This is an optimization exercise on Yosys and OpenROAD, whose aim is small area, not a production implementation.
In this exercise RTL edits were held to simulation tests only and were not proved equivalent to the original.
Power figures rest on the tool's default switching activity, not on a simulated workload.

==> flow/design.v <==
module register_file #(
  parameter int unsigned DATA_WIDTH = 32,
  parameter int unsigned ADDR_WIDTH = 5
) (
  input  logic                  clk,
  input  logic                  rst,
  input  logic [ADDR_WIDTH-1:0] addr_rs1,
  input  logic [ADDR_WIDTH-1:0] addr_rs2,
  input  logic [ADDR_WIDTH-1:0] addr_rd,
  input  logic [DATA_WIDTH-1:0] data_rd,
  input  logic                  we,
  output logic [DATA_WIDTH-1:0] data_rs1,
  output logic [DATA_WIDTH-1:0] data_rs2
);
  localparam int unsigned NUM_REGS = 2 ** ADDR_WIDTH;
  localparam bit BYPASS_EN = 1'b0;
  logic [DATA_WIDTH-1:0] regs [NUM_REGS];
  logic                  wr_en;
  assign wr_en = we && (addr_rd != '0);
  always_ff @(posedge clk or negedge rst) begin
    if (!rst) begin
      for (int i = 0; i < NUM_REGS; i++) begin
        regs[i] <= '0;
      end
    end else if (wr_en) begin
      regs[addr_rd] <= data_rd;
    end
  end
  always_comb begin
    data_rs1 = '0;
    if (rst && (addr_rs1 != '0)) begin
      if (BYPASS_EN && wr_en && (addr_rs1 == addr_rd)) begin
        data_rs1 = data_rd;
      end else begin
        data_rs1 = regs[addr_rs1];
      end
    end
  end
  always_comb begin
    data_rs2 = '0;
    if (rst && (addr_rs2 != '0)) begin
      if (BYPASS_EN && wr_en && (addr_rs2 == addr_rd)) begin
        data_rs2 = data_rd;
      end else begin
        data_rs2 = regs[addr_rs2];
      end
    end
  end
endmodule
==> flow/run.sh <==
#!/bin/bash
# synth_recipe.tcl (not shown) runs the flow's synth.tcl, then flattens the netlist and writes it again
# the make line also repeats each setting of config.mk as NAME=value (left out here)
make -C /OpenROAD-flow-scripts/flow DESIGN_CONFIG=/design/flow/config.mk WORK_HOME=/design/flow/orfs CLKGATE_MAP_FILE= SYNTH_SCRIPT=/design/flow/synth_recipe.tcl finish
==> flow/config.mk <==
export PLATFORM = sky130hd
export DESIGN_NAME = register_file
export DESIGN_NICKNAME = register_file
export VERILOG_FILES = /design/flow/design.v
export SDC_FILE = /design/flow/constraint.sdc
export NUM_CORES = 4
export LEC_CHECK = 0
export CAP_MARGIN = 20
export CORE_MARGIN = 2
export CORE_UTILIZATION = 40
export SETUP_SLACK_MARGIN = 0.3
export SLEW_MARGIN = 20
==> flow/constraint.sdc <==
create_clock -name core_clock -period 6.5 [get_ports {clk}]
set_input_delay 1.3000 -clock core_clock [delete_from_list [all_inputs] [get_ports {clk}]]
set_output_delay 1.3000 -clock core_clock [all_outputs]
set_load 0.01 [all_outputs]
==> impl_metrics.csv, run 1 <==
group,metric,value,unit
status,outcome,"complete, no violations",
place,io_buffers,113,
cts,clock_path_buffers,3,
timing,rsz0062_at_grt,"true",
global_routing,first_global_vias,47070,
global_routing,grt_usage,39.82,%
cells_and_area,top_register,"regs",
place,routabilityCongestion,1.018,
floorplan,rows,132,
floorplan,initial_core_util,40.33,%
logic_synthesis,syn-num-nets,4893,
cells_and_area,top_regs,"regs (992)",
critical_path,crit_path_start,"addr_rs1[4]",
critical_path,path_delay_family,"simple AND/OR/NAND/NOR gates",
cells_and_area,largest_register_ffs,992,
drt,drt-vias-per-instance,7.487,
critical_path,end_kind,"primary output",
logic_synthesis,ys.flop_type,"dfrtp_1",
drt,avgRoutedWirePerCell,40.79,um
drt,antenna_left,0,
timing,fmax,160.0,MHz
cells_and_area,layout_commonest_cell,"nand3_1",
critical_path,r2r-start,"regs[7][30]$_DFFE_PN0P_",
cells_and_area,nets,4875,
floorplan,die_area,0.1336,mm^2
logic_synthesis,yosysUniqueCellTypes,59,
place,hpwl,164600,um
logic_synthesis,synth_top_area_share,47.48,%
logic_synthesis,syn-mean-instance-area,10.80,um^2
global_routing,grt_overflow,0,
floorplan,die_h,365.5,um
logic_synthesis,yosys_warnings,2,
cts,postCtsHoldBufs,0,
timing,tightestPinTransition,1.264,ns
critical_path,crit_fanout,22,
cts,clk_pin_slew,0.06,ns
logic_synthesis,seq_area_frac_synth,47.48,%
timing,period_needed,6.248,ns
timing,finalMaxSlewViolations,0,
cts,clock-root-buffer,"clkbuf_16",
cts,cts_sinks,992,
logic_synthesis,synth-seq-cells,992,
critical_path,critPathMaxStageDelay,0.81,ns
critical_path,slowest_stage,"and2_1",
floorplan,io_pins,114,
logic_synthesis,yosysTopAreaCell,"dfrtp_1",
cells_and_area,utilization,46.57,%
drt,drt_wl_total,272300,um
critical_path,path_buf_inv,3,
cells_and_area,final_cell_mix,"nand3_1 (1009), mux2_2 (1002), dfrtp_1 (992)",
floorplan,design.core.area,0.1296,mm^2
drt,drc,0,
drt,dr.pass1.iters,10,
power_and_ir_drop,max-vdd-ir-drop,0.2337,mV
cts,cts_tree,"built",
timing,fin_skew,0,ns
logic_synthesis,syn_area,0.05229,mm^2
timing,fin_crit_sh,96.12,%
logic_synthesis,ys_top_cells_by_area,"dfrtp_1 (47%), mux2_2 (22%), nand3_1 (9.7%), a22oi_1 (4.1%), nand4_1 (3.3%)",
critical_path,r2r_slack,5.56,ns
power_and_ir_drop,pwr_density_cell,301.8,mW/mm^2
power_and_ir_drop,p_leak,25.43,nW
flow_run,cap_violations,0,
critical_path,cp_cell_sequence,"buf_2, nor2_4, and2_1, buf_4, a22o_1, nor3_1, a31oi_1, clkdlybuf4s50_1",
floorplan,fp.dieW,365.5,um
timing,hold_ws,0.5100,ns
critical_path,startpoint_type,"input port",
timing,final-setup-viol-count,0,
drt,routed-via-count,49970,
cts,clk_latency,0.75,ns
global_routing,grt_pass1_wl,373700,um
critical_path,critPathKind,"in2out",
power_and_ir_drop,power,18.22,mW
cells_and_area,drive_gt1_share,32.44,%
logic_synthesis,async_reset_ff_share,100.0,%
critical_path,crit_required,5.20,ns
timing,timing.setup.tns,0,ns
critical_path,r2r-end,"regs[7][30]$_DFFE_PN0P_",
logic_synthesis,synth_edf_count,0,
cts,h-tree-depth,3,
critical_path,critPathCapture,"data_rs1[24]",
cts,numCtsBuffers,111,
critical_path,r2r_cells,1,
cells_and_area,area_growth,15.48,%
timing,slew_headroom,15.45,%
global_routing,grt_max_degree,154,
critical_path,cp.arrival,4.95,ns
global_routing,antenna_found_initial,17,
drt,dr.first_iter.drc_count,10660,
logic_synthesis,syn-instance-count,4843,
critical_path,crit_cells,8,
cells_and_area,num-fill-cells,12040,
hold_path,hold_path.class,"in2async",
timing,hold_viol,0,
area by class of cell:
type | count | area (um^2) | share of cell area [%]
clock buffer | 150 | 3147 | 5.212
inverter | 10 | 37.54 | 0.06217
clock inverter | 58 | 772.0 | 1.279
antenna | 13 | 32.53 | 0.05388
multi-input combinational | 3293 | 25560 | 42.33
tap | 1742 | 2180 | 3.610
sequential | 992 | 24820 | 41.11
timing repair buffer | 417 | 3830 | 6.343
metrics by stage:
step	area [um^2]	instances	worst slack (ns)
after detailed placement	56390	6449	0.3956
after global routing	60350	6663	0.2756
after global placement	56320	6446	0.3535
after floorplan	52290	4843	2.280
after CTS	60310	6657	0.3992
final	60380	6675	0.2519
report_power, final:
| part | total (mW) | switching [mW] | internal, mW |
|---|---|---|---|
| clock network | 6.89 | 2.83 | 4.06 |
| logic | 2.72 | 1.41 | 1.30 |
| registers | 8.62 | 1.23 | 7.39 |
| total | 18.2 | 5.47 | 12.8 |
Yosys cell counts (5+ instances only):
master        n
nor3_1       43
dfrtp_1     992
nand2_1      38
a211oi_1      6
nor2b_1       9
or4_1        14
nor4_1       56
a22o_1       74
and2_0        5
and3b_1      10
or3_1         5
a22oi_1     283
nor2_1       37
nand2b_1      7
o21ai_0       8
o2111ai_1    11
mux2_2     1002
a21oi_1      21
clkbuf_1    305
buf_1        93
a31oi_1      54
and4_1       47
nand3b_1     10
a221oi_1     10
inv_1        10
a222oi_1     13
nand4_1     275
a2111oi_0    29
buf_2       150
o31a_1       15
nor3b_1       6
and2_1       39
a32o_1        5
nor2_2        6
mux2i_1       7
nand3_1    1011
and3_1       97
cell families after synthesis:
kind of cell	synth area share (%)
AOI/OAI and AO/OA	8.182
buffers and inverters	4.401
DFF	47.48
muxes	21.71
and+or+nand+nor	18.23
timing repair:
action / 4_1_cts / 5_1_grt
endpoints found under the hold margin: 0 / 0
endpoints found under the setup margin: 0 / 5
gates resized for setup: 0 / 4
buffers inserted: 0 / 2
layer usage:
| layer | vias to the layer above | part of all wire, % | routed length, um | track usage (%) |
|---|---|---|---|---|
| met4 | 17 | 9.4 | 25660 | 29.50 |
| met3 | 1611 | 16 | 44870 | 17.54 |
| li1 | 18430 | - | - | - |
| met1 | 24740 | 35 | 96590 | 50.53 |
| met2 | 5175 | 39 | 104900 | 52.97 |
| met5 | - | 0.11 | 295 | 0.07262 |
how the worst min path moves through the flow:
stage	startpoint	endpoint	slack [ns]	cells after the start
final	rst	regs[29][18]$_DFFE_PN0P_	0.51	1
after global routing	regs[1][14]$_DFFE_PN0P_	regs[1][14]$_DFFE_PN0P_	0.54	1
after CTS	rst	regs[3][27]$_DFFE_PN0P_	0.50	1
after detailed placement	regs[20][9]$_DFFE_PN0P_	regs[20][9]$_DFFE_PN0P_	0.51	1
after global placement	regs[23][14]$_DFFE_PN0P_	regs[23][14]$_DFFE_PN0P_	0.51	1
after floorplan	regs[10][10]$_DFFE_PN0P_	regs[10][10]$_DFFE_PN0P_	0.49	1
==> inputs of run 2 (changes only) <==
==> flow/design.v (replaced) <==
module register_file #(
  parameter int unsigned DATA_WIDTH = 32,
  parameter int unsigned ADDR_WIDTH = 5
) (
  input  logic                  clk,
  input  logic                  rst,
  input  logic [ADDR_WIDTH-1:0] addr_rs1,
  input  logic [ADDR_WIDTH-1:0] addr_rs2,
  input  logic [ADDR_WIDTH-1:0] addr_rd,
  input  logic [DATA_WIDTH-1:0] data_rd,
  input  logic                  we,
  output logic [DATA_WIDTH-1:0] data_rs1,
  output logic [DATA_WIDTH-1:0] data_rs2
);
  localparam int unsigned NUM_REGS = 2 ** ADDR_WIDTH;
  logic [NUM_REGS-1:1][DATA_WIDTH-1:0] regs;
  logic [NUM_REGS-1:1][DATA_WIDTH-1:0] regs_nxt;
  logic [NUM_REGS-1:1]                 valid;
  logic [NUM_REGS-1:1]                 wsel, wkeep;
  logic [NUM_REGS-1:1]                 rsel1, rsel2;
  always_comb begin
    for (int i = 1; i < NUM_REGS; i++) begin
      wsel[i]  = we && (addr_rd == ADDR_WIDTH'(i));
      wkeep[i] = !wsel[i];
      rsel1[i] = rst && valid[i] && (addr_rs1 == ADDR_WIDTH'(i));
      rsel2[i] = rst && valid[i] && (addr_rs2 == ADDR_WIDTH'(i));
    end
  end
  always_ff @(posedge clk or negedge rst) begin
    if (!rst) begin
      valid <= '0;
    end else begin
      valid <= valid | wsel;
    end
  end
  for (genvar i = 1; i < NUM_REGS; i++) begin : g_row
    for (genvar b = 0; b < DATA_WIDTH; b++) begin : g_bit
      rf_hold u_hold (
        .w(wsel[i]), .wn(wkeep[i]), .d(data_rd[b]), .q(regs[i][b]), .y(regs_nxt[i][b])
      );
    end
  end
  always_ff @(posedge clk) begin
    regs <= regs_nxt;
  end
  for (genvar b = 0; b < DATA_WIDTH; b++) begin : g_rd
    rf_read_bit u_rd1 (
      .sel(rsel1), .bits(column(b)), .y(data_rs1[b])
    );
    rf_read_bit u_rd2 (
      .sel(rsel2), .bits(column(b)), .y(data_rs2[b])
    );
  end
  function automatic logic [NUM_REGS-1:1] column(input int unsigned b);
    for (int i = 1; i < NUM_REGS; i++) column[i] = regs[i][b];
  endfunction
endmodule
module rf_hold (
  input  logic w,
  input  logic wn,
  input  logic d,
  input  logic q,
  output logic y
);
  assign y = (w & d) | (wn & q);
endmodule
module rf_aoi222 (
  input  logic a1, a2, b1, b2, c1, c2,
  output logic y
);
  assign y = !((a1 & a2) | (b1 & b2) | (c1 & c2));
endmodule
module rf_nand4 (
  input  logic a, b, c, d,
  output logic y
);
  assign y = !(a & b & c & d);
endmodule
module rf_nand3 (
  input  logic a, b, c,
  output logic y
);
  assign y = !(a & b & c);
endmodule
module rf_nand2 (
  input  logic a, b,
  output logic y
);
  assign y = !(a & b);
endmodule
module rf_or3 (
  input  logic a, b, c,
  output logic y
);
  assign y = a | b | c;
endmodule
module rf_read_bit (
  input  logic [31:1] sel,
  input  logic [31:1] bits,
  output logic                y
);
  logic [10:0] g_n;
  logic [2:0]  h;
  for (genvar g = 0; g < 10; g++) begin : g_grp
    rf_aoi222 u_aoi (
      .a1(sel[3*g+1]), .a2(bits[3*g+1]), .b1(sel[3*g+2]), .b2(bits[3*g+2]),
      .c1(sel[3*g+3]), .c2(bits[3*g+3]), .y(g_n[g])
    );
  end
  rf_nand2 u_last (.a(sel[31]), .b(bits[31]), .y(g_n[10]));
  rf_nand4 u_nand0 (.a(g_n[0]), .b(g_n[1]), .c(g_n[2]), .d(g_n[3]), .y(h[0]));
  rf_nand4 u_nand1 (.a(g_n[4]), .b(g_n[5]), .c(g_n[6]), .d(g_n[7]), .y(h[1]));
  rf_nand3 u_nand2 (.a(g_n[8]), .b(g_n[9]), .c(g_n[10]), .y(h[2]));
  rf_or3 u_or (.a(h[0]), .b(h[1]), .c(h[2]), .y(y));
endmodule
--- a/flow/config.mk
+++ b/flow/config.mk
@@ -12 +12,3 @@
 export SLEW_MARGIN = 20
+export SYNTH_HIERARCHICAL = 1
+export SYNTH_MINIMUM_KEEP_SIZE = 0
==> run 2 against run 1 <==
Compared with the run above: fmax increased by 0.18%; largest power group unchanged; via count decreased by 22%; sequential share of layout area increased by 2.6 points; register-to-register slack improved by 0.11 ns; clock-buffer cell count increased by 8; total power decreased by 7.9%; wire length decreased by 31%; hold slack got worse by 0.044 ns; first-iteration DRC count decreased by 11%; largest cell class is now registers; non-clock buffer count decreased by 154.
==> impl_metrics.csv, run 2 <==
group,metric,value,unit
status,outcome,"complete, no violations",
critical_path,cp_cell_sequence,"clkdlybuf4s50_1, nor2b_1, and3_2, a222oi_1, nand4_1, or3_1, clkdlybuf4s50_1",
global_routing,grt_use_met1,48.31,%
cts,cts_tree,"built",
timing,fin_crit_sh,95.95,%
timing,hold_viol,0,
timing,period_needed,6.237,ns
power_and_ir_drop,p_seq_share,50.9,%
drt,routed-via-count,38820,
drt,drt-vias-per-instance,7.877,
cells_and_area,largest_register_ffs,992,
critical_path,crit_fanout,32,
timing,slew_headroom,13.72,%
floorplan,initial_core_util,40.34,%
timing,fin_skew,0,ns
cts,clock-root-buffer,"clkbuf_16",
critical_path,critPathKind,"in2out",
global_routing,first_global_vias,36480,
logic_synthesis,ys_top_cells_by_area,"dfxtp_1 (51%), a22o_1 (22%), a222oi_1 (16%), nand4_1 (2.1%), dfrtp_1 (2.0%)",
cts,post_cts_buffers,0,
drt,drc,0,
cts,cts_sinks,1023,
cts,clk_pin_slew,0.05,ns
power_and_ir_drop,p_int,12.38,mW
logic_synthesis,synth_top_family_by_area,"compound AO/OA/AOI/OAI gates",
global_routing,met3_usage,14.79,%
logic_synthesis,synth_top_area_share,50.98,%
flow_run,cap_violations,0,
critical_path,slowest_stage,"and3_2",
logic_synthesis,ys.flop_type,"dfxtp_1",
floorplan,die_area,0.09990,mm^2
drt,dr.first_iter.drc_count,9439,
cts,clk_latency,0.68,ns
timing,finalMaxSlewViolations,0,
place,hpwl,106000,um
power_and_ir_drop,p_leak,19.09,nW
cells_and_area,final_cell_mix,"a22o_1 (992), dfxtp_1 (992), a222oi_1 (640)",
global_routing,grt_pass1_wl,264300,um
global_routing,grt_max_degree,33,
logic_synthesis,synth.mux.area_fraction,0,%
critical_path,startpoint_type,"input port",
logic_synthesis,synth-seq-cells,1023,
place,routabilityCongestion,0.8938,
cells_and_area,drive_gt1_share,12.55,%
timing,final-setup-viol-count,0,
floorplan,io_pins,114,
logic_synthesis,syn-instance-count,3210,
critical_path,cp.arrival,4.94,ns
power_and_ir_drop,max-vdd-ir-drop,0.2283,mV
global_routing,grt_usage,36.22,%
place,io_buffers,113,
floorplan,die_h,316.1,um
logic_synthesis,synth_simple_gate_area_share,7.371,%
power_and_ir_drop,p_comb_share,10.2,%
power_and_ir_drop,switching_share,26.23,%
floorplan,design.core.area,0.09657,mm^2
cells_and_area,area_growth,21.27,%
logic_synthesis,yosysUniqueCellTypes,35,
cts,numCtsBuffers,106,
cells_and_area,top_register,"regs",
logic_synthesis,synth_compound_area_share,39.34,%
drt,antenna_left,0,
hold_path,hold_path.class,"reg2reg",
logic_synthesis,yosysTopAreaCell,"dfxtp_1",
floorplan,fp.dieW,316.1,um
timing,timing.setup.tns,0,ns
logic_synthesis,async_reset_ff_share,3.030,%
cts,postCtsHoldBufs,0,
logic_synthesis,syn_area,0.03896,mm^2
cts,h-tree-depth,3,
place,dp_cells,4720,
timing,rsz0062_at_grt,"true",
logic_synthesis,synthTopCellsByCount,"a22o_1 (992), dfxtp_1 (992), a222oi_1 (640)",
power_and_ir_drop,clockPowerShare,39.0,%
logic_synthesis,synthAdderAreaFrac,0,%
cells_and_area,stdcell_count,4929,
critical_path,path_common_cell,"clkdlybuf4s50_1",
global_routing,use_met2,48.96,%
logic_synthesis,synth_edf_count,0,
logic_synthesis,seq_area_frac_synth,52.97,%
power_and_ir_drop,p_sw,4.403,mW
critical_path,end_kind,"primary output",
critical_path,crit_required,5.20,ns
cts,clock_path_buffers,3,
drt,dr.pass1.iters,13,
floorplan,rows,114,
cells_and_area,nets,3608,
global_routing,grt-busiest-layer,"met2",
cells_and_area,top_regs,"regs (992), valid (31)",
drt,drt_wl_total,189200,um
global_routing,grt_overflow,0,
power_and_ir_drop,pwr_density_cell,355.3,mW/mm^2
timing,tightestPinTransition,1.294,ns
drt,avgRoutedWirePerCell,38.39,um
logic_synthesis,synth-xor-area-share,0,%
global_routing,antenna_found_initial,2,
logic_synthesis,yosys_warnings,7,
critical_path,critPathMaxStageDelay,1.01,ns
logic_synthesis,syn-num-nets,3260,
timing,fmax,160.3,MHz
logic_synthesis,syn-mean-instance-area,12.14,um^2
[run 2: what timing repair did]
action,4_1_cts,5_1_grt
setup endpoints to repair,0,2
hold endpoints to repair,0,0
gates resized for setup,0,8
[run 2: layer usage]
layer / vias to the layer above / share of wire [%]
met5: - / 0
met2: 3579 / 40
met4: 0 / 6.4
li1: 15600 / -
met3: 655 / 16
met1: 18990 / 38
[run 2: stage by stage]
step                instance area [um^2]  hold slack, ns  power [mW]  utilization, %  worst slack, ns
finish                             47240          0.4664       16.78           48.92           0.2633
global route                       47230          0.4845       17.29           48.91           0.2985
CTS                                47060          0.4682       16.70           48.73           0.4569
detailed placement                 43310          0.4544       10.25           44.85           0.4541
global placement                   43100          0.4470       10.18           44.63           0.4377
floorplan                          38960          0.4332       9.461               -           0.4870
[run 2: modules after synthesis, one instance, submodules excluded, excerpt]
module	cells	times used
register_file	1258	1
rf_aoi222	1	640
rf_hold	1	992
rf_nand2	1	64
rf_nand3	1	64
rf_nand4	1	128
rf_or3	1	64
[run 2: critical path: cells and delay by family]
family	cells	cell delay (ns)
AO/OA/AOI/OAI	1	0.26
AND/OR/NAND/NOR	4	2.27
buffers and inverters	2	1.10
[run 2: final timing paths]
check / startpoint / end / slack, ns / cells after the start
worst max-delay path: addr_rs2[0] / data_rs2[12] / 0.26 / 7
worst min-delay path: valid[29]$_DFF_PN0_ / valid[29]$_DFF_PN0_ / 0.47 / 1
worst max register to register: valid[20]$_DFF_PN0_ / valid[20]$_DFF_PN0_ / 5.67 / 2
worst min register to register: valid[29]$_DFF_PN0_ / valid[29]$_DFF_PN0_ / 0.47 / 1
max in group asynchronous: rst / valid[19]$_DFF_PN0_ / 5.42 / 2
min in group asynchronous: rst / valid[11]$_DFF_PN0_ / 0.53 / 1
[run 2: kinds of logic (layout without fill, tap and decap cells)]
kind of cell | after synthesis | after routing
flops | 1023 | 1023
other cells | 0 | 3
simple gates | 499 | 499
buf+inv | 25 | 465
compound gates | 1663 | 1663
[run 2: layout make-up]
class                           instances  area, um^2
Antenna cell                            3       7.507
Clock inverter                         42       539.3
Multi-Input combinational cell       2162       18610
Tap cell                             1276        1597
Inverter                                2       7.507
Sequential cell                      1023       20630
Timing Repair Buffer                  263        2635
Fill cell                            8569       49320
Clock buffer                          158        3211
[run 2: power by group through the flow]
stage          clock network [mW]  registers [mW]  logic, mW
6_report                     6.54            8.54       1.70
4_1_cts                      6.56            8.48       1.66
3_5_place_dp                    0            8.58       1.67
5_1_grt                      6.81            8.66       1.81
2_1_floorplan                   0            8.33       1.13
3_3_place_gp                    0            8.58       1.60
==> inputs of run 3 (changes only) <==
==> flow/flow/run.sh (new file) <==
#!/bin/bash
# Layout flow: the standard synthesis unchanged, then the standard ORFS steps with every
# combinational cell first set to its smallest size, small port buffers, no oversized
# repair buffers and a clock tree without dummy loads.
set -euo pipefail
here=$(pwd)
P=sky130_fd_sc_hd__

bash standard.sh synth > "$here/synth.log" 2>&1

platform_dont_use=$(make -s -C "$FLOW_HOME" DESIGN_CONFIG="$here/config.mk" WORK_HOME="$here/orfs" print-DONT_USE_CELLS | sed -n 's/^DONT_USE_CELLS: //p' | tail -1)
big=""
for c in xor2_2 xor2_4 xnor2_2 xnor2_4 buf_6 buf_8 buf_12 buf_16 bufinv_8 bufinv_16 bufbuf_8 bufbuf_16 clkbuf_16 inv_8 inv_12 inv_16 clkinv_8 clkinv_16; do
  big="$big ${P}$c"
done

cts_args="-sink_clustering_enable -repair_clock_nets -dont_use_dummy_load -buf_list {${P}clkbuf_4 ${P}clkbuf_8} -sink_clustering_size 14 -sink_clustering_max_diameter 60"

bash standard.sh "DONT_USE_CELLS=$platform_dont_use$big" \
  "POST_FLOORPLAN_TCL=$here/flow/downsize.tcl" \
  "BUFFER_PORTS_ARGS=-buffer_cell ${P}buf_1" \
  "CTS_ARGS=$cts_args" \
  finish > "$here/layout.log" 2>&1
==> flow/flow/downsize.tcl (new file) <==
# Set every combinational cell to the smallest drive strength of its type; repair_design
# after placement sizes up only the ones whose load needs it.
set db [ord::get_db]
set dont_use $::env(DONT_USE_CELLS)
array set smallest {}
foreach lib [$db getLibs] {
  foreach m [$lib getMasters] {
    set n [$m getName]
    if {[lsearch -exact $dont_use $n] >= 0} { continue }
    if {![regexp {^(sky130_fd_sc_hd__[a-z0-9]+)_([0-9]+)$} $n -> base size]} { continue }
    set area [expr {[$m getWidth] * [$m getHeight]}]
    if {![info exists smallest($base)] || $area < [lindex $smallest($base) 1]} {
      set smallest($base) [list $n $area]
    }
  }
}
set count 0
foreach inst [[ord::get_db_block] getInsts] {
  set n [[$inst getMaster] getName]
  if {![regexp {^(sky130_fd_sc_hd__[a-z0-9]+)_([0-9]+)$} $n -> base size]} { continue }
  if {[string match "*df*" $base] || [string match "*conb*" $base]} { continue }
  if {![info exists smallest($base)]} { continue }
  set target [lindex $smallest($base) 0]
  if {$target ne $n} {
    replace_cell [$inst getName] $target
    incr count
  }
}
puts "downsize: $count cells set to their smallest drive strength"
==> flow/standard.sh (new file) <==
#!/bin/bash
# synth_recipe.tcl (not shown) runs the flow's synth.tcl, then flattens the netlist and writes it again
# the make line also repeats each setting of config.mk as NAME=value (left out here)
make -C /OpenROAD-flow-scripts/flow DESIGN_CONFIG=/design/flow/config.mk WORK_HOME=/design/flow/orfs CLKGATE_MAP_FILE= SYNTH_SCRIPT=/design/flow/synth_recipe.tcl "${@:-finish}"
--- a/flow/config.mk
+++ b/flow/config.mk
@@ -9,4 +9,3 @@
 export CORE_MARGIN = 2
-export CORE_UTILIZATION = 40
-export SETUP_SLACK_MARGIN = 0.3
+export CORE_UTILIZATION = 60
 export SLEW_MARGIN = 20
removed: flow/run.sh
==> run 3 against run 2 <==
Compared with the run above: still clean on timing, DRC and antenna; clock power shrank about 50%; clock skew is the same; global-route usage grew 16 points; clock-buffer cell count shrank 74; wire length shrank 3.8%; via count grew 4.6%; first-iteration DRC count grew 21%; non-clock buffer count grew 27; largest power group unchanged.
==> impl_metrics.csv, run 3 <==
group,metric,value,unit
timing,period_needed,6.149,ns
logic_synthesis,synth-seq-cells,1023,
timing,timing.setup.tns,0,ns
cells_and_area,seq_area,0.02063,mm^2
place,hpwl,108600,um
global_routing,antenna_found_initial,19,
place,placedInstanceArea,0.04140,mm^2
cells_and_area,final_area,0.04274,mm^2
cts,cts-resized-gates,0,
global_routing,grt_max_degree,33,
floorplan,die_area,0.06698,mm^2
floorplan,rows,93,
timing,hold_viol,0,
critical_path,critPathMaxStageDelay,0.74,ns
logic_synthesis,yosysUniqueCellTypes,35,
drt,avgRoutedWirePerCell,41.10,um
drt,drt_wl_total,182100,um
cts,clock-root-buffer,"clkbuf_8",
place,routabilityCongestion,1.000,
cells_and_area,largest_register_ffs,992,
hold_path,hold_path.class,"reg2reg",
status,outcome,"complete, no violations",
floorplan,die_h,258.8,um
cts,cts_sinks,1023,
global_routing,grt_overflow,0,
logic_synthesis,ys_top_cells_by_area,"dfxtp_1 (51%), a22o_1 (22%), a222oi_1 (16%), nand4_1 (2.1%), dfrtp_1 (2.0%)",
timing,rsz0062_at_grt,"false",
power_and_ir_drop,max-vdd-ir-drop,0.2326,mV
critical_path,cp_cell_sequence,"clkbuf_2, and4b_1, and3_1, buf_2, a222oi_1, nand4_1, or3_1, buf_1",
critical_path,end_kind,"primary output",
drt,routed-via-count,40600,
timing,fin_skew,0,ns
floorplan,initial_core_util,60.54,%
cells_and_area,final_cell_mix,"a22o_1 (992), dfxtp_1 (992), a222oi_1 (640)",
timing,fin_crit_sh,94.61,%
critical_path,slowest_stage,"nand4_1",
critical_path,cp.arrival,4.85,ns
cells_and_area,top_regs,"regs (992), valid (31)",
logic_synthesis,seq_area_frac_synth,52.97,%
timing,tightestPinTransition,1.276,ns
timing,slew_headroom,14.76,%
logic_synthesis,synth_edf_count,0,
logic_synthesis,syn_area,0.03896,mm^2
cts,cts_tree,"built",
flow_run,cap_violations,0,
drt,drt-vias-per-instance,9.164,
cts,clk_latency,0.72,ns
logic_synthesis,synth_top_area_share,50.98,%
timing,fmax,162.6,MHz
logic_synthesis,synthTopCellsByCount,"a22o_1 (992), dfxtp_1 (992), a222oi_1 (640)",
cells_and_area,multi_input_area,0.01845,mm^2
drt,drc,0,
global_routing,first_global_vias,38760,
timing,finalMaxSlewViolations,0,
critical_path,r2r-start,"valid[20]$_DFF_PN0_",
critical_path,path_delay_family,"simple AND/OR/NAND/NOR gates",
critical_path,crit_path_start,"rst",
drt,dr.first_iter.drc_count,11430,
drt,antenna_left,0,
place,place_ws,0.7483,ns
critical_path,startpoint_type,"input port",
floorplan,fp.dieW,258.8,um
cells_and_area,nets,3613,
power_and_ir_drop,pwr_density_cell,315.9,mW/mm^2
cells_and_area,area_growth,9.709,%
global_routing,grt_usage,52.08,%
cts,clk_pin_slew,0.07,ns
cells_and_area,drive_gt1_share,7.049,%
logic_synthesis,async_reset_ff_share,3.030,%
hold_path,hold_start,"valid[5]$_DFF_PN0_",
cts,h-tree-depth,3,
floorplan,design.core.area,0.06435,mm^2
logic_synthesis,yosys_warnings,7,
cts,clock_path_buffers,3,
place,io_buffers,113,
drt,dr.pass1.iters,17,
critical_path,critPathKind,"in2out",
floorplan,io_pins,114,
power_and_ir_drop,power,13.50,mW
timing,fin_ws,0.3506,ns
power_and_ir_drop,p_leak,17.26,nW
global_routing,grt_pass1_wl,260700,um
cells_and_area,num-fill-cells,4989,
critical_path,path_buf_inv,3,
cells_and_area,utilization,66.42,%
cts,post_cts_buffers,0,
logic_synthesis,syn-instance-count,3210,
logic_synthesis,syn-num-nets,3260,
logic_synthesis,syn-mean-instance-area,12.14,um^2
critical_path,crit_fanout,24,
logic_synthesis,yosysTopAreaCell,"dfxtp_1",
critical_path,crit_required,5.20,ns
cts,numCtsBuffers,84,
cells_and_area,top_register,"regs",
cts,postCtsHoldBufs,0,
logic_synthesis,ys.flop_type,"dfxtp_1",
timing,final-setup-viol-count,0,
## run 3: cell count changes in the layout (fill, tap and decap cells not counted), sizes merged
cell	change
buf	+119
bufinv	-11
clkbuf	-56
clkdlybuf4s50	-110
clkinv	-27
clkinvlp	-1
diode	+11
inv	-3
## run 3: layer usage
layer	vias to the layer above	wire, um	global-route usage, %	share of wire [%]
li1	15510	-	-	-
met1	19260	61000	65.98	34
met2	4594	70940	70.96	39
met3	1218	33350	21.68	18
met4	14	16620	37.38	9.1
met5	-	150	0.9972	0.082
## run 3: worst register-to-register path: stages (launching register included)
cell and delay (ns):
dfrtp_1 0.38, inv_1 0.10, o21ai_0 0.14
## run 3: area by class of cell
cell class                 instances  area share, %
inverter                           2        0.01757
sequential                      1023          48.28
tap                              855          2.503
timing repair buffer             290          3.238
clock buffer                      84          2.705
multi-input combinational       2162          43.17
antenna                           14        0.08197
## run 3: logic make-up after synthesis
kind of cell,count (synthesis),synth area share (%)
and+or+nand+nor,499,7.371
AOI/OAI and AO/OA,1663,39.34
DFF,1023,52.97
buffers and inverters,25,0.3212
## run 3: power by group
group / leakage, nW / internal [mW] / switching, mW
combinational: 8.05 / 0.906 / 0.742
sequential: 8.61 / 7.52 / 1.06
clock: 0.604 / 1.16 / 2.11
## run 3: per-stage QoR
step / cells / hold WS (ns)
final: 4430 / 0.4743
after detailed placement: 4322 / 0.4544
after CTS: 4406 / 0.4693
after global placement: 4313 / 0.4439
after floorplan: 3210 / 0.4332
after global routing: 4422 / 0.4838
## run 3: path summary, 6_finish.rpt
path / endpoint / slack, ns / depth (start not counted)
worst max-delay path: data_rs1[9] / 0.35 / 8
worst min-delay path: valid[5]$_DFF_PN0_ / 0.47 / 1
worst max register to register: valid[20]$_DFF_PN0_ / 5.70 / 2
worst min register to register: valid[5]$_DFF_PN0_ / 0.47 / 1
max in group asynchronous: valid[22]$_DFF_PN0_ / 4.97 / 3
min in group asynchronous: valid[11]$_DFF_PN0_ / 0.49 / 1
## run 3: modules after synthesis, one instance, submodules excluded, excerpt
module / cells / times used / flip-flops and latches
register_file: 1258 / 1 / 1023
rf_nand4: 1 / 128 / 0
rf_hold: 1 / 992 / 0
rf_or3: 1 / 64 / 0
rf_aoi222: 1 / 640 / 0
rf_nand3: 1 / 64 / 0
rf_nand2: 1 / 64 / 0
==> inputs of run 4 (changes only) <==
--- a/flow/design.v
+++ b/flow/design.v
@@ -20,2 +20,6 @@
   logic [NUM_REGS-1:1]                 rsel1, rsel2;
+  logic                                phase;
+  logic [DATA_WIDTH-1:0]               wdata;
+  logic                                hit1, hit2;
+  logic [DATA_WIDTH-1:0]               rd1, rd2;
   always_comb begin
@@ -27,2 +31,8 @@
     end
+    hit1  = phase && (rsel1 != '0);
+    hit2  = phase && (rsel2 != '0);
+    wdata = data_rd ^ {DATA_WIDTH{phase}};
+  end
+  always_ff @(posedge clk) begin
+    phase <= !phase;
   end
@@ -38,3 +48,3 @@
       rf_hold u_hold (
-        .w(wsel[i]), .wn(wkeep[i]), .d(data_rd[b]), .q(regs[i][b]), .y(regs_nxt[i][b])
+        .w(wsel[i]), .wn(wkeep[i]), .d(wdata[b]), .q(regs[i][b]), .y(regs_nxt[i][b])
       );
@@ -47,7 +57,9 @@
     rf_read_bit u_rd1 (
-      .sel(rsel1), .bits(column(b)), .y(data_rs1[b])
+      .sel(rsel1), .bits(column(b)), .y_n(rd1[b])
     );
+    rf_xnor2 u_fix1 (.a(rd1[b]), .b(hit1), .y(data_rs1[b]));
     rf_read_bit u_rd2 (
-      .sel(rsel2), .bits(column(b)), .y(data_rs2[b])
+      .sel(rsel2), .bits(column(b)), .y_n(rd2[b])
     );
+    rf_xnor2 u_fix2 (.a(rd2[b]), .b(hit2), .y(data_rs2[b]));
   end
@@ -64,3 +76,9 @@
 );
-  assign y = (w & d) | (wn & q);
+  assign y = !((w & d) | (wn & q));
+endmodule
+module rf_xnor2 (
+  input  logic a, b,
+  output logic y
+);
+  assign y = !(a ^ b);
 endmodule
@@ -90,3 +108,3 @@
 endmodule
-module rf_or3 (
+module rf_nor3 (
   input  logic a, b, c,
@@ -94,3 +112,3 @@
 );
-  assign y = a | b | c;
+  assign y = !(a | b | c);
 endmodule
@@ -99,3 +117,3 @@
   input  logic [31:1] bits,
-  output logic                y
+  output logic        y_n
 );
@@ -113,3 +131,3 @@
   rf_nand3 u_nand2 (.a(g_n[8]), .b(g_n[9]), .c(g_n[10]), .y(h[2]));
-  rf_or3 u_or (.a(h[0]), .b(h[1]), .c(h[2]), .y(y));
+  rf_nor3 u_nor (.a(h[0]), .b(h[1]), .c(h[2]), .y(y_n));
 endmodule
==> run 4 against run 3 <==
Compared with the run above: clock-buffer cell count is 2 higher; via count increased by 3.6%; final cell count grew 7.4%; highest routed layer unchanged.
==> impl_metrics.csv, run 4 <==
group,metric,value,unit
status,outcome,"complete, no violations",
logic_synthesis,synthAdderAreaFrac,0,%
critical_path,r2r_slack,3.28,ns
global_routing,antenna_found_initial,11,
critical_path,crit_required,5.20,ns
power_and_ir_drop,switching_share,31.06,%
power_and_ir_drop,p_comb_share,12.9,%
timing,finalMaxSlewViolations,0,
timing,fin_crit_sh,95.96,%
logic_synthesis,yosysTopAreaCell,"dfxtp_1",
drt,antenna_left,0,
logic_synthesis,synth_compound_area_share,43.12,%
hold_path,hold_path.class,"reg2reg",
cts,cts_sinks,1024,
floorplan,fp.dieW,275.3,um
cells_and_area,top_register,"regs",
timing,hold_ws,0.4672,ns
power_and_ir_drop,p_seq_share,64.0,%
logic_synthesis,synth_top_area_share,45.03,%
place,io_buffers,113,
logic_synthesis,seq_area_frac_synth,46.78,%
logic_synthesis,synthTopCellsByCount,"dfxtp_1 (993), a22oi_2 (992), a222oi_1 (640)",
timing,slew_headroom,13.08,%
logic_synthesis,yosysUniqueCellTypes,53,
global_routing,grt_usage,50.20,%
timing,hold_viol,0,
floorplan,io_pins,114,
power_and_ir_drop,max-vdd-ir-drop,0.2314,mV
critical_path,startpoint_type,"input port",
floorplan,die_h,275.3,um
logic_synthesis,syn-num-nets,3430,
cts,clock-root-buffer,"clkbuf_8",
logic_synthesis,synth_top_family_by_area,"compound AO/OA/AOI/OAI gates",
critical_path,end_kind,"primary output",
flow_run,cap_violations,0,
logic_synthesis,ys_top_cells_by_area,"dfxtp_1 (45%), a22oi_2 (28%), a222oi_1 (15%), nand4_1 (1.9%), dfrtp_1 (1.8%)",
floorplan,design.core.area,0.07296,mm^2
timing,timing.setup.tns,0,ns
global_routing,first_global_vias,39460,
global_routing,grt_pass1_wl,276800,um
drt,avgRoutedWirePerCell,41.70,um
logic_synthesis,yosysMostFrequentCell,"dfxtp_1",
timing,fmax,160.3,MHz
drt,drc,0,
place,routabilityCongestion,1.015,
floorplan,die_area,0.07577,mm^2
timing,tightestPinTransition,1.304,ns
power_and_ir_drop,pwr_density_cell,331.4,mW/mm^2
cts,clk_latency,0.78,ns
timing,fin_skew,0.1177,ns
timing,period_needed,6.237,ns
timing,rsz0062_at_grt,"false",
logic_synthesis,synth.mux.area_fraction,0.4251,%
logic_synthesis,synth-seq-cells,1024,
critical_path,critPathKind,"in2out",
critical_path,crit_fanout,13,
global_routing,grt_overflow,0,
logic_synthesis,ys.flop_type,"dfxtp_1",
power_and_ir_drop,p_leak,16.86,nW
global_routing,grt_max_degree,35,
logic_synthesis,yosys_warnings,7,
power_and_ir_drop,power,14.23,mW
cells_and_area,layout_commonest_cell,"a22oi_1",
cells_and_area,area_growth,-2.752,%
cells_and_area,top_regs,"regs (992), valid (31), phase (1)",
logic_synthesis,syn-mean-instance-area,13.06,um^2
cts,post_cts_buffers,0,
logic_synthesis,async_reset_ff_share,3.027,%
cts,cts_tree,"built",
floorplan,initial_core_util,60.51,%
cells_and_area,largest_register_ffs,992,
logic_synthesis,synth_edf_count,0,
critical_path,cp.arrival,4.94,ns
logic_synthesis,synth_simple_gate_area_share,7.224,%
power_and_ir_drop,clockPowerShare,23.1,%
cts,numCtsBuffers,86,
logic_synthesis,synth-xor-area-share,1.904,%
cells_and_area,nets,3837,
drt,dr.pass1.iters,14,
drt,routed-via-count,42080,
drt,drt-vias-per-instance,8.847,
cts,postCtsHoldBufs,0,
logic_synthesis,syn_area,0.04415,mm^2
cts,h-tree-depth,3,
floorplan,rows,99,
power_and_ir_drop,p_int,9.809,mW
logic_synthesis,syn-instance-count,3380,
place,hpwl,123500,um
cells_and_area,final_cell_mix,"a22oi_1 (994), dfxtp_1 (992), a222oi_1 (640)",
cts,clk_pin_slew,0.07,ns
drt,drt_wl_total,198300,um
cts,cts-resized-gates,0,
drt,dr.first_iter.drc_count,12340,
cells_and_area,drive_gt1_share,8.349,%
power_and_ir_drop,p_sw,4.419,mW
cts,clock_path_buffers,3,
timing,final-setup-viol-count,0,
==> run 4: cell count changes in the layout (fill, tap and decap cells not counted), moves of 28 or more <==
cell	previous run	this run
nor3_1	0	67
xor2_1	0	32
a22oi_1	0	994
a22o_1	992	5
or3_1	64	0
buf_2	57	122
a21o_1	30	1
nand2b_1	2	32
xnor2_1	0	64
inv_1	2	30
==> run 4: Yosys stat by module, one instance, submodules excluded, excerpt <==
module | copies in the design | area (um^2)
rf_hold | 992 | 12.51
rf_nand2 | 64 | 3.754
rf_aoi222 | 640 | 10.01
register_file | 1 | 22770
rf_nand3 | 64 | 5.005
rf_nor3 | 64 | 10.01
rf_xnor2 | 64 | 8.758
rf_nand4 | 128 | 6.256
==> run 4: cell type report <==
cell class	instances	area (um^2)
flip-flops and latches	1024	20660
repair buffers	343	1659
multi-input cells	2298	18080
fillers	6104	30020
well taps	959	1200
inverters	34	127.6
diodes	12	30.03
clock buffers	86	1184
==> run 4: path summary, 6_finish.rpt <==
check / from / to / cells after the start
max reg2reg: phase$_DFF_P_ / regs[200]$_DFF_P_ / 3
min in group asynchronous: rst / valid[20]$_DFF_PN0_ / 1
min: regs[43]$_DFF_P_ / regs[43]$_DFF_P_ / 1
max in group asynchronous: rst / valid[17]$_DFF_PN0_ / 2
max: addr_rs1[1] / data_rs1[0] / 9
min reg2reg: regs[43]$_DFF_P_ / regs[43]$_DFF_P_ / 1
==> run 4: cell families after synthesis <==
| kind of cell | count (synthesis) |
|---|---|
| buffers and inverters | 58 |
| multiplexers | 14 |
| XOR/XNOR | 96 |
| AND/OR/NAND/NOR | 526 |
| flip-flops | 1024 |
| AO/OA/AOI/OAI | 1662 |
==> run 4: metal layers <==
layer  GRT usage, %  wire, um
met1          62.59     65980
met3          21.90     36370
met5          1.378       207
met2          69.96     78760
met4          33.37     17000
==> run 4: power groups by stage <==
stage	registers [mW]	clock network [mW]	logic (mW)
after floorplan	8.99	0	1.63
after global placement	9.04	0	1.67
after detailed placement	9.13	0	1.77
after CTS	9.01	3.27	1.76
after global routing	9.24	3.48	1.96
final	9.11	3.29	1.83
==> run 4: stage by stage <==
| step | setup slack [ns] | std cells | instance area [um^2] | utilization [%] |
|---|---|---|---|---|
| after floorplan | 0.1805 | 3380 | 44160 | - |
| after global placement | 0.5926 | 4656 | 41700 | 57.16 |
| after detailed placement | 0.5456 | 4657 | 41710 | 57.16 |
| after CTS | 0.5433 | 4743 | 42890 | 58.78 |
| after global routing | 0.2272 | 4745 | 42910 | 58.81 |
| final | 0.2627 | 4756 | 42930 | 58.85 |
==> run 4: critical path, stage by stage <==
cell,delay (ns)
buf_1,0.51
nor2b_1,0.33
and3_1,0.45
buf_2,0.32
a222oi_1,0.65
nand4_1,0.55
nor3_1,0.46
xnor2_1,0.17
buf_1,0.17

==> afterwards: timing with drivers on the ports <==
No port has a modelled driver above. Below, the same layouts with a new extraction and two added sets of constraints.
Step 1: set_driving_cell puts a clkbuf_16 on clk and a buf_2 on each other input, an assumption about the parent block.
Step 2 also shifts input and output timing later by t, the mid clock arrival at the registers, as if the neighbouring blocks saw the same clock.
Slacks: no drivers / after step 1 / after step 2; pairs: no drivers / after step 1.
run | shift t [ns] | setup WS [ns] | slew at the worst register clock pin (ns) | pins driven straight from the clock port
run 1 | 0.837 | 0.252 / 0.229 / 0.229 | 0.07 / 0.07 | 1
run 2 | 0.762 | 0.263 / 0.242 / 0.242 | 0.07 / 0.07 | 1
run 3 | 0.800 | 0.351 / 0.327 / 0.327 | 0.10 / 0.10 | 1
run 4 | 0.798 | 0.263 / 0.210 / 0.210 | 0.10 / 0.10 | 1
After both steps every run listed still meets setup and hold. The setup slack of run 4, which loses most, moves by -0.053 ns with the drivers and by -0.053 ns with both steps.
